From an optimization exercise on the open Yosys and OpenROAD flow, aimed at small area and a short achievable clock period; shortcuts taken in it are not production practice.
Where RTL was checked, it was by simulation tests only, not by an equivalence proof against the original.
Power and IR drop assume default switching activity.

== the baseline ==
## flow_switch_top
module flow_switch_top (
	input  logic                        clk,
	input  logic                        reset_L,
	input  logic                        i_psel,
	input  logic                        i_penable,
	input  logic                        i_pwrite,
	input  logic [4-1:0]          i_paddr,
	input  logic [8-1:0]          i_pwdata,
	output logic [8-1:0]          o_prdata,
	output logic                        o_pready,
	output logic                        o_pslverr,
	input  logic [4-1:0]          i_push,
	input  logic [4*6-1:0]  i_in_data,
	input  logic [4-1:0]          i_pop,
	output logic [4*6-1:0]  o_out_data,
	output logic [4-1:0]          o_out_empty
);
Size: roughly 2000 cells after synthesis.
==> module fifo16, before the edit <==
module fifo16 (
	input  logic               clk,
	input  logic               reset_L,
	input  logic               i_wr,
	input  logic [6-1:0] i_wr_data,
	input  logic               i_rd,
	output logic [6-1:0] o_head,
	output logic               o_hv,
	output logic               o_overrun
);
	logic [6-1:0] head;
	logic [6-1:0] body [16-1];
	logic [6-1:0] body_head;
	logic               hv;
	logic [7:0]         bcnt;
	logic [15:0]        bsel;
	logic               overrun;
	logic               b_empty;
	logic               full;
	logic               wr_ok;
	always_comb begin
		bsel[0] = !bcnt[7] && !bcnt[0];
		bsel[8] =  bcnt[7] &&  bcnt[0];
		for (int k = 1; k < 8; k++) begin
			bsel[k]     =  bcnt[k-1] && !bcnt[k];
			bsel[k + 8] = !bcnt[k-1] &&  bcnt[k];
		end
	end
	assign b_empty = bsel[0];
	assign full    = hv && bsel[15];
	assign wr_ok = i_wr && (!full || i_rd);
	always_ff @(posedge clk) begin
		if (wr_ok && hv) begin
			body[0] <= i_wr_data;
			for (int k = 1; k < 16-1; k++)
				body[k] <= body[k-1];
		end
	end
	always_comb begin
		body_head = '0;
		for (int k = 1; k < 16; k++)
			body_head = body_head | ({6{bsel[k]}} & body[k-1]);
	end
	always_ff @(posedge clk) begin
		if (i_rd && !b_empty)
			head <= body_head;
		else if (wr_ok && (!hv || i_rd))
			head <= i_wr_data;
	end
	always_ff @(posedge clk) begin
		if (!reset_L) begin
			hv      <= 1'b0;
			bcnt    <= 8'd0;
			overrun <= 1'b0;
		end else begin
			hv <= wr_ok || (hv && !(i_rd && b_empty));
			if (wr_ok && hv && !i_rd)
				bcnt <= {bcnt[6:0], !bcnt[7]};
			else if (i_rd && !b_empty && !wr_ok)
				bcnt <= {!bcnt[0], bcnt[7:1]};
			if (i_wr)
				overrun <= !wr_ok;
		end
	end
	assign o_head    = head;
	assign o_hv      = hv;
	assign o_overrun = overrun;
endmodule
==> module fifo16_out, before the edit <==
module fifo16_out (
	input  logic       clk,
	input  logic       reset_L,
	input  logic       i_wr,
	input  logic [3:0] i_wr_data,
	input  logic       i_rd,
	input  logic [3:0] i_af,
	input  logic       i_af_wr,
	input  logic [3:0] i_af_wdata,
	output logic [3:0] o_head,
	output logic       o_empty,
	output logic       o_af,
	output logic       o_underrun
);
	logic [3:0] head;
	logic [3:0] body [16-1];
	logic [4:0] fill;
	logic [4:0] fill_next;
	logic [3:0] bidx;
	logic       empty;
	logic       af;
	logic       underrun;
	logic       b_empty;
	logic       rd_ok;
	logic       up;
	logic       dn;
	logic [3:0] af_next;
	assign b_empty = (fill[4:1] == 4'd0);
	assign rd_ok   = i_rd && !empty;
	assign up      = i_wr && !rd_ok;
	assign dn      = rd_ok && !i_wr;
	assign bidx    = 4'(fill - 5'd2);
	always_ff @(posedge clk) begin
		if (i_wr && !empty) begin
			body[0] <= i_wr_data;
			for (int k = 1; k < 16-1; k++)
				body[k] <= body[k-1];
		end
	end
	always_ff @(posedge clk) begin
		if (rd_ok && !b_empty)
			head <= body[bidx];
		else if (i_wr && (empty || rd_ok))
			head <= i_wr_data;
	end
	assign fill_next = up ? fill + 5'd1 : dn ? fill - 5'd1 : fill;
	assign af_next = i_af_wr ? i_af_wdata : i_af;
	always_ff @(posedge clk) begin
		if (!reset_L) begin
			fill     <= 5'd0;
			empty    <= 1'b1;
			af       <= 1'b0;
			underrun <= 1'b0;
		end else begin
			fill  <= fill_next;
			empty <= (fill_next == 5'd0);
			af    <= (fill_next >= {1'b0, af_next});
			if (i_rd)
				underrun <= empty;
		end
	end
	assign o_head     = head;
	assign o_empty    = empty;
	assign o_af       = af;
	assign o_underrun = underrun;
endmodule
Settings: LEC_CHECK=0, CAP_MARGIN=20, CORE_MARGIN=2, CORE_UTILIZATION=45, CTS_BUF_LIST=sky130_fd_sc_hd__clkbuf_8, CTS_CLUSTER_DIAMETER=50, CTS_CLUSTER_SIZE=16, PLACE_DENSITY=0.6, SETUP_SLACK_MARGIN=2.2, SLEW_MARGIN=20; clock period 5.0 ns.
standard.sh (not shown) runs the stock make flow with config.mk's settings and CLKGATE_MAP_FILE= SYNTH_SCRIPT=/design/flow/synth_recipe.tcl, a recipe that flattens the netlist after the stock synthesis.
==> flow/flow/run.sh <==
#!/bin/bash
# Standard synthesis, then the combinational logic re-mapped by ABC with a
# delay target (registers untouched), then the standard layout steps.
set -euo pipefail
W=$(pwd)
R=$W/orfs/results/$FLOW_PLATFORM/flow_switch_top/base
LIB=$FLOW_HOME/platforms/sky130hd/lib/sky130_fd_sc_hd__tt_025C_1v80.lib
DELAY=${REMAP_DELAY_PS:-2000}
bash standard.sh synth > $W/synth.log 2>&1
cp $R/1_2_yosys.v $W/std_synth.v
sed -e "s|@LIB@|$LIB|g" -e "s|@IN@|$W/std_synth.v|g" -e "s|@OUT@|$W/remap.v|g" \
    -e "s|@DELAY@|$DELAY|g" -e "s|@CONSTR@|$W/flow/abc.constr|g" flow/remap.ys.in > $W/remap.ys
yosys -s $W/remap.ys > $W/remap.log 2>&1
cp $W/remap.v $R/1_2_yosys.v
rm -f $R/1_synth.odb $R/1_synth.sdc
bash standard.sh MATCH_CELL_FOOTPRINT=0 'BUFFER_PORTS_ARGS=-buffer_cell sky130_fd_sc_hd__buf_2' finish > $W/finish.log 2>&1
Other scripts of this flow, unchanged in this note and not shown: flow/flow/abc.constr, flow/flow/remap.ys.in
[inputs] the candidate vs the baseline
--- a/flow/design.v
+++ b/flow/design.v
@@ -50,9 +50,8 @@
 	logic [15:0]        bsel;
 	logic               overrun;
 	logic               b_empty;
 	logic               full;
-	logic               wr_ok;
 	always_comb begin
 		bsel[0] = !bcnt[7] && !bcnt[0];
 		bsel[8] =  bcnt[7] &&  bcnt[0];
 		for (int k = 1; k < 8; k++) begin
@@ -61,11 +60,27 @@
 		end
 	end
 	assign b_empty = bsel[0];
 	assign full    = hv && bsel[15];
-	assign wr_ok = i_wr && (!full || i_rd);
+	logic               body_en;
+	logic               head_en_rd, head_en_nr;
+	logic [6-1:0] head_d_rd, head_d_nr;
+	logic               hv_rd, hv_nr;
+	logic [7:0]         bcnt_rd, bcnt_nr;
+	logic               ovr_rd, ovr_nr;
+	assign hv_rd      = i_wr || !b_empty;
+	assign head_en_rd = i_wr || !b_empty;
+	assign head_d_rd  = b_empty ? i_wr_data : body_head;
+	assign bcnt_rd    = (!b_empty && !i_wr) ? {!bcnt[0], bcnt[7:1]} : bcnt;
+	assign ovr_rd     = i_wr ? 1'b0 : overrun;
+	assign hv_nr      = hv || (i_wr && !full);
+	assign head_en_nr = i_wr && !hv;
+	assign head_d_nr  = i_wr_data;
+	assign bcnt_nr    = (i_wr && hv && !full) ? {bcnt[6:0], !bcnt[7]} : bcnt;
+	assign ovr_nr     = i_wr ? full : overrun;
+	assign body_en = i_wr && (i_rd || (hv && !full));
 	always_ff @(posedge clk) begin
-		if (wr_ok && hv) begin
+		if (body_en) begin
 			body[0] <= i_wr_data;
 			for (int k = 1; k < 16-1; k++)
 				body[k] <= body[k-1];
 		end
@@ -75,26 +90,20 @@
 		for (int k = 1; k < 16; k++)
 			body_head = body_head | ({6{bsel[k]}} & body[k-1]);
 	end
 	always_ff @(posedge clk) begin
-		if (i_rd && !b_empty)
-			head <= body_head;
-		else if (wr_ok && (!hv || i_rd))
-			head <= i_wr_data;
+		if (i_rd ? head_en_rd : head_en_nr)
+			head <= i_rd ? head_d_rd : head_d_nr;
 	end
 	always_ff @(posedge clk) begin
 		if (!reset_L) begin
 			hv      <= 1'b0;
 			bcnt    <= 8'd0;
 			overrun <= 1'b0;
 		end else begin
-			hv <= wr_ok || (hv && !(i_rd && b_empty));
-			if (wr_ok && hv && !i_rd)
-				bcnt <= {bcnt[6:0], !bcnt[7]};
-			else if (i_rd && !b_empty && !wr_ok)
-				bcnt <= {!bcnt[0], bcnt[7:1]};
-			if (i_wr)
-				overrun <= !wr_ok;
+			hv      <= i_rd ? hv_rd   : hv_nr;
+			bcnt    <= i_rd ? bcnt_rd : bcnt_nr;
+			overrun <= i_rd ? ovr_rd  : ovr_nr;
 		end
 	end
 	assign o_head    = head;
 	assign o_hv      = hv;
@@ -351,9 +360,11 @@
 	logic       b_empty;
 	logic       rd_ok;
 	logic       up;
 	logic       dn;
-	logic [3:0] af_next;
+	logic       af_up;
+	logic       af_hold;
+	logic       af_dn;
 	assign b_empty = (fill[4:1] == 4'd0);
 	assign rd_ok   = i_rd && !empty;
 	assign up      = i_wr && !rd_ok;
 	assign dn      = rd_ok && !i_wr;
@@ -371,9 +382,11 @@
 		else if (i_wr && (empty || rd_ok))
 			head <= i_wr_data;
 	end
 	assign fill_next = up ? fill + 5'd1 : dn ? fill - 5'd1 : fill;
-	assign af_next = i_af_wr ? i_af_wdata : i_af;
+	assign af_up   = ({1'b0, fill} + 6'd1 >= {2'b0, i_af});
+	assign af_hold = (fill >= {1'b0, i_af});
+	assign af_dn   = (fill > {1'b0, i_af});
 	always_ff @(posedge clk) begin
 		if (!reset_L) begin
 			fill     <= 5'd0;
 			empty    <= 1'b1;
@@ -381,9 +394,12 @@
 			underrun <= 1'b0;
 		end else begin
 			fill  <= fill_next;
 			empty <= (fill_next == 5'd0);
-			af    <= (fill_next >= {1'b0, af_next});
+			if (i_af_wr)
+				af <= (fill_next >= {1'b0, i_af_wdata});
+			else
+				af <= up ? af_up : dn ? af_dn : af_hold;
 			if (i_rd)
 				underrun <= empty;
 		end
 	end
## What came out
Per the comparison of the candidate with the baseline, sequential-cell power consumption now sits at about the same level; headroom to the max-slew limit now sits lower; layout clock buffer count now sits lower; tapcell count now sits higher. Internal power was higher in the baseline than in the candidate. The candidate vs. the baseline: vias per cell level, largest net degree at the start of global routing level, cell area after layout moved up, via count moved up.
No functional check of the RTL was part of the candidate.

==> port drivers added, routing unchanged <==
The results above use ideal ports. As a check the final layouts listed here were re-extracted and re-timed, cells and wires unchanged.
Step 1: set_driving_cell puts a clkbuf_16 on clk and a buf_2 on each other input, an assumption about the parent block.
Step 2 moves the port delays by t, midway between the first and last clock arrival at a register: inputs arrive t later, outputs are due t later. That takes back most of the time a late clock gives input paths.
Three values: ideal, step 1, step 2; two values: the first two.
run | shift t [ns] | slack for setup (ns) | worst setup path at the end | slew at the worst register clock pin (ns)
the baseline | 0.739 | 2.062 / 2.008 / 1.759 | input to register | 0.10 / 0.10
the candidate | 0.742 | 2.154 / 2.037 / 1.652 | input to register | 0.10 / 0.10
After both steps setup and hold are still met in every run listed. For the candidate, which loses most, drivers alone change the setup slack by -0.117 ns; drivers and shift together by -0.502 ns.
